This design comes from an exercise in tuning for small area, a short achievable clock period and few clock cycles per item on the open sky130 flow, not from production work.
Where RTL was checked, it was by simulation tests only, not by an equivalence proof against the original.
Power figures rest on the tool's default switching activity, not on a simulated workload.

==> flow/design.v (excerpt) <==
module div_cluster (
  input  logic              clk,
  input  logic              reset,
  input  logic              start,
  input  div_pkg::tag_t     tag,
  input  div_pkg::operand_t dividend,
  input  div_pkg::operand_t divisor,
  input  div_pkg::tag_t     rd_tag,
  output logic              ready,
  output logic              complete,
  output div_pkg::tag_t     complete_tag,
  output logic              rd_valid,
  output div_pkg::operand_t rd_quotient,
  output div_pkg::operand_t rd_remainder
);
Size in the first run: ~2400 cells after synthesis, about 690 flip-flops, roughly 82 I/O pins, roughly 31000 µm² of cells after synthesis.
Settings: LEC_CHECK=0, ABC_CLOCK_PERIOD_IN_PS=2200, CAP_MARGIN=20, CORE_MARGIN=2, CORE_UTILIZATION=40, CTS_CLUSTER_DIAMETER=70, CTS_CLUSTER_SIZE=24, SETUP_SLACK_MARGIN=2.5, SLEW_MARGIN=20, TNS_END_PERCENT=10; clock period 5.0 ns.
run.sh (not shown) runs the stock make flow with config.mk's settings and CLKGATE_MAP_FILE= SYNTH_SCRIPT=/design/flow/synth_recipe.tcl, a recipe that flattens the netlist after the stock synthesis.
Testbench counts at the start, summed over its fixed seeds: cycles 2,358, items 2,048.
Then changed:
CORE_UTILIZATION = 55   (was 40)
PLACE_DENSITY = 0.7   (was not set)
Result: Routed wire length drops by 1.1%; via count climbs by 1.6%; area after synthesis stays the same; cell area drops by 1.7%; count of clock-buffer cells in the layout climbs by 2; first-iteration DRC count climbs by 8.8%.
Then changed:
CORE_UTILIZATION = 40   (was 55)
PLACE_DENSITY = not set   (was 0.7)
SETUP_SLACK_MARGIN = 2.2   (was 2.5)
Sequential share of layout area came out higher by 1.8 points. Final area went down by a few percent. Clock power rises slightly.

---

run 1:
Another version of the RTL of div_cluster (not shown whole).
Size in the first run: roughly 3000 cells after synthesis, roughly 31000 um2 of cells after synthesis.
clock: 5.0 ns
lec_check: 0
abc_area: 1
cap_margin: 20
core_margin: 2
core_utilization: 40
cts_cluster_diameter: 70
cts_cluster_size: 24
gpl_routability_driven: 0
setup_slack_margin: 2.5
slew_margin: 20
tns_end_percent: 10
Testbench counts of run 1, summed over its fixed seeds: cycles 2,358, items 2,048.
[inputs] run 2 vs run 1
- swapping 10 for 30 in TNS_END_PERCENT
## What came out
Any difference in count of multi-input combinational gates between run 2 and run 1 is small enough to ignore. Run 2 ended with more peak ir drop on the vdd network than run 1. Run 2 reports a higher cell internal power dissipation than run 1 does. Final critical-path required period: run 2 and run 1 compared, lower one is run 1. Going from run 1 to run 2, die width stayed essentially flat; maximum cell stage delay along the critical path about even. Summary — synthesis-to-finish area growth, run 2 relative to run 1: higher, by 1.5 points. Diff run 1 -> run 2 | wire length of the first global-routing pass | increase of 0.40%. Design area of run 2 exceeds that of run 1 slightly.

---

div_cluster with an RTL version that a note above also has.
For scale: about 3100 cells after synthesis, about 690 flip-flops, ~31000 um2 of cells after synthesis.
==> flow/config.mk <==
export PLATFORM = sky130hd
export DESIGN_NAME = div_cluster
export DESIGN_NICKNAME = div_cluster
export VERILOG_FILES = /design/flow/design.v
export SDC_FILE = /design/flow/constraint.sdc
export NUM_CORES = 4
export LEC_CHECK = 0
export ABC_AREA = 1
export CAP_MARGIN = 20
export CORE_MARGIN = 2
export CORE_UTILIZATION = 40
export CTS_CLUSTER_DIAMETER = 70
export CTS_CLUSTER_SIZE = 24
export SETUP_SLACK_MARGIN = 2.8
export SLEW_MARGIN = 20
export TNS_END_PERCENT = 10
==> flow/constraint.sdc <==
create_clock -name core_clock -period 5.0 [get_ports {clk}]
set_input_delay 1.0000 -clock core_clock [delete_from_list [all_inputs] [get_ports {clk}]]
set_output_delay 1.0000 -clock core_clock [all_outputs]
set_load 0.01 [all_outputs]
The baseline completed without violations.
Testbench counts at the start, summed over its fixed seeds: cycles 2,358, items 2,048.
Change:
- ABC_AREA: 1 -> unset
- ABC_CLOCK_PERIOD_IN_PS: unset -> 2200
- SETUP_SLACK_MARGIN: 2.8 -> 2.5
- TNS_END_PERCENT: 10 -> 0
After rerunning:
- die area is lower by 1.5%
- critical path depth is higher by 1
- final area is lower by 6.8%
- worst setup slack is worse by 0.15 ns
- cell count is lower by 18%
- utilization is lower by 2.6 points
- power is lower by 9.6%
- non-clock buffer count is lower by 116
- count of clock-buffer cells in the layout is higher by 3
- routed wire length is lower by 15%
Change:
- CORE_UTILIZATION: 40 -> 55
- PLACE_DENSITY: unset -> 0.7
- SETUP_SLACK_MARGIN: 2.5 -> 2.8
- TNS_END_PERCENT: 0 -> 10
Die area shrinks by 27%.
Final cell count shrinks by 6.3%.
Critical path depth grows by 1.
Clock skew shrinks by 0.0072 ns.
Wire length grows by about 5%.
Design area grows by about 3%.
First-iteration DRC count grows by 20%.
Global-route usage grows by 7.7 points.
Change:
- ABC_AREA: unset -> 1
- ABC_CLOCK_PERIOD_IN_PS: 2200 -> unset
- CORE_UTILIZATION: 55 -> 40
- GPL_ROUTABILITY_DRIVEN: unset -> 0
- PLACE_DENSITY: 0.7 -> unset
- SETUP_SLACK_MARGIN: 2.8 -> 2.5
Outcome: Global-route usage is lower by 5.8 points; wire length is higher by about 7%; total power is higher by 4.3%; sequential power is higher by about 3%; critical path depth is lower by 8; cell area is lower by about 0.56%; core utilization is lower by 20 points; cell count is higher by 28%.

---

Another version of the RTL of div_cluster (not shown whole).
Size: about 2600 cells after synthesis.
==> flow/config.mk <==
export PLATFORM = sky130hd
export DESIGN_NAME = div_cluster
export DESIGN_NICKNAME = div_cluster
export VERILOG_FILES = /design/flow/design.v
export SDC_FILE = /design/flow/constraint.sdc
export NUM_CORES = 4
export LEC_CHECK = 0
export ABC_CLOCK_PERIOD_IN_PS = 2200
export CAP_MARGIN = 20
export CORE_MARGIN = 2
export CORE_UTILIZATION = 40
export SETUP_SLACK_MARGIN = 3.3
export SLEW_MARGIN = 20
export TNS_END_PERCENT = 10
==> flow/constraint.sdc <==
create_clock -name core_clock -period 5.0 [get_ports {clk}]
set_input_delay 1.0000 -clock core_clock [delete_from_list [all_inputs] [get_ports {clk}]]
set_output_delay 1.0000 -clock core_clock [all_outputs]
set_load 0.01 [all_outputs]
The first run completed without violations.
Then changed:
- SETUP_SLACK_MARGIN: 3.3 -> 2.8
=> Worst setup slack loses 0.064 ns; global-route usage is higher by 0.11 points; via count falls by 2.4%; sequential cell count stays the same.
No functional check of the RTL was part of any run of this note.

---

alpha:
Another version of the RTL of div_cluster (not shown whole).
Size in the first run: about 2600 cells after synthesis, about 770 flip-flops, ~82 I/O pins, ~34000 sq um of cells after synthesis.
Design div_cluster, start of the top module:
module div_cluster (
  input  logic              clk,
  input  logic              reset,
  input  logic              start,
  input  div_pkg::tag_t     tag,
  input  div_pkg::operand_t dividend,
  input  div_pkg::operand_t divisor,
  input  div_pkg::tag_t     rd_tag,
  output logic              ready,
  output logic              complete,
  output div_pkg::tag_t     complete_tag,
  output logic              rd_valid,
  output div_pkg::operand_t rd_quotient,
  output div_pkg::operand_t rd_remainder
);
clock: 5.0 ns
lec_check: 0
cap_margin: 20
core_margin: 2
core_utilization: 40
cts_cluster_diameter: 70
cts_cluster_size: 24
setup_slack_margin: 2.8
slew_margin: 20
tns_end_percent: 10
Testbench counts of alpha, summed over its fixed seeds: cycles 2,250, items 2,048.
Edits applied to the flow inputs when going from alpha to beta:
- a deleted CTS_CLUSTER_DIAMETER that had been 70
- a deleted CTS_CLUSTER_SIZE that had been 24
### Flow results
[diff] post-layout worst setup margin, beta relative to alpha: improvement. Taking alpha as the reference point, the final routed wire length divided by cell count of beta rises by about 0.3%. Looking at critical path required time across alpha and beta, the one that comes out lower is beta. Side by side, count of clock-buffer cells in the layout turned out higher in beta than in alpha. Total number of H-tree levels for beta: 1 up relative to alpha.

---

## run A
Another version of the RTL of div_cluster (not shown whole).
Size: ~2700 cells after synthesis, ~770 flip-flops, about 82 I/O pins.
## div_cluster
module div_cluster (
  input  logic              clk,
  input  logic              reset,
  input  logic              start,
  input  div_pkg::tag_t     tag,
  input  div_pkg::operand_t dividend,
  input  div_pkg::operand_t divisor,
  input  div_pkg::tag_t     rd_tag,
  output logic              ready,
  output logic              complete,
  output div_pkg::tag_t     complete_tag,
  output logic              rd_valid,
  output div_pkg::operand_t rd_quotient,
  output div_pkg::operand_t rd_remainder
);
  localparam int N = 5;
  logic              accept, leave;
  logic              s1_valid, s1_bypass, s1_div0, in_bypass;
  div_pkg::tag_t     s1_tag;
  div_pkg::operand_t s1_dividend, s1_divisor;
  logic [3:0]        s1_shift;
  logic [N-1:0]      busy, done, finishing, eng_grant, avail, load;
  div_pkg::tag_t     e_tag [N];
  div_pkg::operand_t e_quo [N];
  div_pkg::operand_t e_rem [N];
  logic [3:0]        e_shift [N];
  div_pkg::operand_t ld_divisor;
  logic [16:0]       ld_q;
  logic              byp_grant, eng_job;
  logic              we;
  div_pkg::tag_t     w_tag;
  logic [16:0]       w_field;
  logic [3:0]        w_len;
  logic              w_div0;
  logic [16:0]       r_field;
  logic [3:0]        r_len;
  logic              r_div0;
  assign accept = start & ready;
  div_dispatch u_dispatch (
    .clk         (clk),
    .reset       (reset),
    .accept      (accept),
  ...
clock: 5.0 ns
lec_check: 0
abc_clock_period_in_ps: 2200
cap_margin: 20
core_margin: 2
core_utilization: 40
setup_slack_margin: 2.7
slew_margin: 20
Looking at the reports, run A completed the entire flow and the layout it produced met the timing, DRC and antenna checks.
The inputs of run B differ from those of run A as listed below.
--- a/flow/config.mk
+++ b/flow/config.mk
@@ -11,3 +11,4 @@
 export CORE_UTILIZATION = 40
-export SETUP_SLACK_MARGIN = 2.7
+export SETUP_SLACK_MARGIN = 2.8
 export SLEW_MARGIN = 20
+export TNS_END_PERCENT = 10
==> run notes <==
- Diff run A and run B: aggregate global-route resource usage higher in run A
- Row maximum frequency: run B lower / run A higher
- Final-report hold violation count: run B vs run A identical
- [compare] base=run A new=run B: cell area power density grew by about 3.4%; area added between synthesis and finish shrank by 5.1 points; non-clock buffer count shrank by 73; total of clock buffers placed in the layout grew by 8.7%.
diff inputs: run B => run C
--- a/flow/config.mk
+++ b/flow/config.mk
@@ -11,4 +11,2 @@
 export CORE_UTILIZATION = 40
-export SETUP_SLACK_MARGIN = 2.8
 export SLEW_MARGIN = 20
-export TNS_END_PERCENT = 10
### Flow results
- Run C: done, clean on timing, DRC and antenna
- Run B finished every step from synthesis to the final layout, and the layout passed the timing, DRC and antenna checks.
- Of the two values seen for cell type of the slowest stage on the worst timing path, sky130_fd_sc_hd__edfxtp_1 was produced by run B and sky130_fd_sc_hd__nand2_1 by run C.
- Relative to run B, wire length per cell decreased by about 1.8% in run C.
- Of run C and run B, it is run C that has the lower fraction of standard cell area in multi-input logic.
- Diff run B -> run C | count of plain and timing-repair buffers | down by more than a quarter
- Taking run B as the reference, in run C post-route fraction of the period consumed by the critical path grew by 16 points; final-layout clock-cell area share saw little to no change; utilization of the core after routing fell 2.2 points; sum of buffers and inverters on the critical path lower.
- Relative to run B, final-layout non-clock buffer area share has decreased by 2.4 points in run C.
- When run C is measured against run B, its post-synthesis to final-layout area growth turns out 5.4 points lower.
- In the flow results for run C and run B, the final worst setup slack is larger on run B.
- Run B has higher cell count of the worst reg-to-reg path than run C.
No functional check of the RTL was part of any run of this note.

---

run 4:
Another version of the RTL of div_cluster (not shown whole).
Size in the first run: ~680 flip-flops, about 82 I/O pins, roughly 31000 um2 of cells after synthesis.
export LEC_CHECK = 0
export ABC_AREA = 1
export CAP_MARGIN = 20
export CORE_MARGIN = 2
export CORE_UTILIZATION = 40
export CTS_CLUSTER_DIAMETER = 70
export CTS_CLUSTER_SIZE = 24
export GPL_ROUTABILITY_DRIVEN = 0
export SETUP_SLACK_MARGIN = 2.5
export SLEW_MARGIN = 20
export TNS_END_PERCENT = 10
create_clock -name core_clock -period 5.0 [get_ports {clk}]
Run 4 finished all stages; the layout is clean.
diff inputs: run 4 => run 5
Settings: removing GPL_ROUTABILITY_DRIVEN (formerly 0).
==> comparison <==
Run 4 and run 5 all finish clean.
Of run 4 and run 5, run 5 shows the higher pin slew with the least headroom to its limit, with run 4 below it.
Run 5 has number of detailed-route iterations in the first pass below what run 4 had.
Between run 4 and run 5, non-clock buffer count is higher for run 4, run 5 comes in under that.
From run 4 to run 5 the numbers moved as follows: core utilization ~0 delta, sequential share of power -0.2 points, maximum number of pins on one net before global-route repair -about 10%, overall power consumption +0.40%, net switching component of the power -1.8%.
Status: fraction of standard cell area that is sequential parity (run 4, run 5)
Compared with run 4, run 5 shows total detailed-routing wirelength that has gone down slightly.
Re final-layout worst hold slack: run 4 was higher than run 5.
No run of this note included a check of the RTL's function; only the layout flow was run.

---

## tundra
div_cluster with an RTL version that a note above also has.
For scale: about 690 flip-flops, about 82 I/O pins, ~0.031 mm² of cells after synthesis.
==> flow/config.mk <==
export PLATFORM = sky130hd
export DESIGN_NAME = div_cluster
export DESIGN_NICKNAME = div_cluster
export VERILOG_FILES = /design/flow/design.v
export SDC_FILE = /design/flow/constraint.sdc
export NUM_CORES = 4
export LEC_CHECK = 0
export ABC_CLOCK_PERIOD_IN_PS = 2200
export CAP_MARGIN = 20
export CORE_MARGIN = 2
export CORE_UTILIZATION = 40
export CTS_CLUSTER_DIAMETER = 70
export CTS_CLUSTER_SIZE = 24
export SETUP_SLACK_MARGIN = 2.8
export SLEW_MARGIN = 20
export TNS_END_PERCENT = 10
==> flow/constraint.sdc <==
create_clock -name core_clock -period 5.0 [get_ports {clk}]
set_input_delay 1.0000 -clock core_clock [delete_from_list [all_inputs] [get_ports {clk}]]
set_output_delay 1.0000 -clock core_clock [all_outputs]
set_load 0.01 [all_outputs]
Testbench counts of tundra, summed over its fixed seeds: cycles 2,358, items 2,048.
#### Input delta (willow over tundra)
Settings: a deleted ABC_CLOCK_PERIOD_IN_PS that had been 2200; a change of SETUP_SLACK_MARGIN from 2.8 to 2.5; an added ABC_AREA of 1.
--- outcome ---
- Compared with tundra, willow shows a non-clock buffer count that is about 27% lower.
- The higher combinational group share of total power of willow and tundra is in willow.
- Summary of the comparison: total global routing track utilization is lower in willow, relative to tundra.
- Diff tundra -> willow: cell area after synthesis went up by about 1.5%; post-layout instance area went down by 3.0%; clock power went up by about 2%; clock share of power went down by 0.8 points; wire length went up by 2900 µm.
- Against tundra as the reference, willow delivers a higher floorplan die area.
- Worst IR drop on VDD | willow above tundra

---

div_cluster, a different RTL version from the one above (not shown whole).
Size in the first run: about 2700 cells after synthesis, roughly 82 I/O pins, roughly 0.035 mm^2 of cells after synthesis.
==> flow/config.mk <==
export PLATFORM = sky130hd
export DESIGN_NAME = div_cluster
export DESIGN_NICKNAME = div_cluster
export VERILOG_FILES = /design/flow/design.v
export SDC_FILE = /design/flow/constraint.sdc
export NUM_CORES = 4
export LEC_CHECK = 0
export CAP_MARGIN = 20
export CORE_MARGIN = 2
export CORE_UTILIZATION = 40
export SETUP_SLACK_MARGIN = 2.6
export SLEW_MARGIN = 20
==> flow/constraint.sdc <==
create_clock -name core_clock -period 5.0 [get_ports {clk}]
set_input_delay 1.0000 -clock core_clock [delete_from_list [all_inputs] [get_ports {clk}]]
set_output_delay 1.0000 -clock core_clock [all_outputs]
set_load 0.01 [all_outputs]
The starting point finished with timing, DRC and antenna clean.
Edit:
--- a/flow/config.mk
+++ b/flow/config.mk
@@ -9,4 +9,3 @@
 export CORE_MARGIN = 2
 export CORE_UTILIZATION = 40
-export SETUP_SLACK_MARGIN = 2.6
 export SLEW_MARGIN = 20
Outcome: Design area came out lower by 20%. Power came out lower by 9.7%. Clock-buffer cell count came out higher by 4. Maximum frequency came out lower by 20%. First-iteration DRC count came out lower by 25%.
No run of this note included a check of the RTL's function; only the layout flow was run.

---

div_cluster, a different RTL version from the one above (not shown whole).
Size in the first run: ~2600 cells after synthesis, about 740 flip-flops, about 34000 sq um of cells after synthesis.
clock: 5.0 ns
lec_check: 0
abc_clock_period_in_ps: 2200
cap_margin: 20
core_margin: 2
core_utilization: 40
setup_slack_margin: 2.8
slew_margin: 20
tns_end_percent: 10
==> next run, changes <==
Settings changed: CTS_CLUSTER_DIAMETER set to 70, CTS_CLUSTER_SIZE set to 24.
=> Sequential cell count is unchanged. Total power decreases by 11%. Routed wire length went down by 0.60%. Design area came out lower by 2.2%. Via count decreases by 1.2%. Clock power drops by 30%. Clock-buffer cell count drops by 47. Setup slack hardly moves.
No run of this note included a check of the RTL's function; only the layout flow was run.

## what the ideal ports hide
How much do the figures lean on ideal ports? The routed layouts below were timed once more, with nothing changed but the port constraints.
Step 1 assumes that a clkbuf_16 drives the clock port and a buf_2 every other input.
Step 2 also shifts input and output timing later by t, the mid clock arrival at the registers, as if the neighbouring blocks saw the same clock.
a / b / c = ideal / step 1 / step 2; a / b = the first two.
| run | t (ns) | slack for setup (ns) | hold slack, ns | worst register clock-pin slew, ns | worst slew at a driven data input, ns |
|---|---|---|---|---|---|
| the first run of note 1 | 0.662 | 2.226 / 2.174 / 1.812 | 0.450 / 0.450 / 0.450 | 0.10 / 0.10 | 0.04 |
| the second run of note 1 | 0.651 | 2.172 / 2.143 / 1.717 | 0.459 / 0.459 / 0.459 | 0.10 / 0.10 | 0.06 |
| the third run of note 1 | 0.666 | 1.992 / 1.931 / 1.491 | 0.456 / 0.456 / 0.456 | 0.10 / 0.10 | 0.05 |
| run 1 | 0.672 | 2.303 / 2.241 / 1.937 | 0.450 / 0.450 / 0.450 | 0.11 / 0.11 | 0.04 |
| run 2 | 0.673 | 2.206 / 2.144 / 1.948 | 0.449 / 0.449 / 0.449 | 0.11 / 0.11 | 0.04 |
| the first run of note 3 | 0.678 | 2.290 / 2.231 / 2.004 | 0.448 / 0.448 / 0.448 | 0.10 / 0.10 | 0.06 |
| the second run of note 3 | 0.655 | 2.138 / 2.108 / 1.577 | 0.457 / 0.457 / 0.457 | 0.10 / 0.10 | 0.04 |
| the third run of note 3 | 0.656 | 2.206 / 2.174 / 1.685 | 0.454 / 0.454 / 0.454 | 0.10 / 0.10 | 0.04 |
| the fourth run of note 3 | 0.666 | 2.309 / 2.241 / 1.881 | 0.441 / 0.441 / 0.441 | 0.10 / 0.10 | 0.07 |
| the first run of note 4 | 0.683 | 2.018 / 2.033 / 1.350 | 0.455 / 0.455 / 0.455 | 0.07 / 0.07 | 0.06 |
| the second run of note 4 | 0.696 | 1.954 / 1.903 / 1.282 | 0.455 / 0.455 / 0.455 | 0.06 / 0.06 | 0.05 |
| alpha | 0.680 | 1.865 / 1.865 / 1.553 | 0.446 / 0.446 / 0.446 | 0.10 / 0.10 | 0.38 |
| beta | 0.701 | 1.967 / 1.967 / 1.503 | 0.431 / 0.431 / 0.431 | 0.06 / 0.06 | 0.37 |
| run A | 0.716 | 2.253 / 2.253 / 1.665 | 0.466 / 0.466 / 0.466 | 0.07 / 0.07 | 0.11 |
| run B | 0.710 | 2.215 / 2.192 / 1.580 | 0.470 / 0.470 / 0.470 | 0.07 / 0.07 | 0.27 |
| run C | 0.710 | 1.404 / 1.404 / 0.974 | 0.471 / 0.471 / 0.471 | 0.07 / 0.07 | 0.09 |
| run 4 | 0.676 | 2.306 / 2.238 / 1.842 | 0.451 / 0.451 / 0.451 | 0.10 / 0.10 | 0.05 |
| run 5 | 0.672 | 2.268 / 2.203 / 1.806 | 0.436 / 0.436 / 0.436 | 0.10 / 0.10 | 0.04 |
| tundra | 0.672 | 2.232 / 2.168 / 1.737 | 0.458 / 0.458 / 0.458 | 0.10 / 0.10 | 0.05 |
| willow | 0.655 | 2.278 / 2.214 / 1.894 | 0.438 / 0.438 / 0.438 | 0.10 / 0.10 | 0.07 |
| the first run of note 9 | 0.725 | 1.642 / 1.642 / 1.095 | 0.460 / 0.460 / 0.460 | 0.07 / 0.07 | 0.26 |
| the second run of note 9 | 0.698 | 0.782 / 0.782 / 0.329 | 0.453 / 0.453 / 0.453 | 0.07 / 0.07 | 0.05 |
| the first run of note 10 | 0.695 | 2.095 / 2.095 / 1.665 | 0.431 / 0.431 / 0.431 | 0.07 / 0.07 | 0.06 |
| the second run of note 10 | 0.689 | 2.093 / 2.093 / 1.650 | 0.456 / 0.456 / 0.456 | 0.10 / 0.10 | 0.06 |
After both steps setup and hold are still met in every run listed. The setup slack of the second run of note 4, which loses most, moves by -0.051 ns with the drivers and by -0.672 ns with both steps.
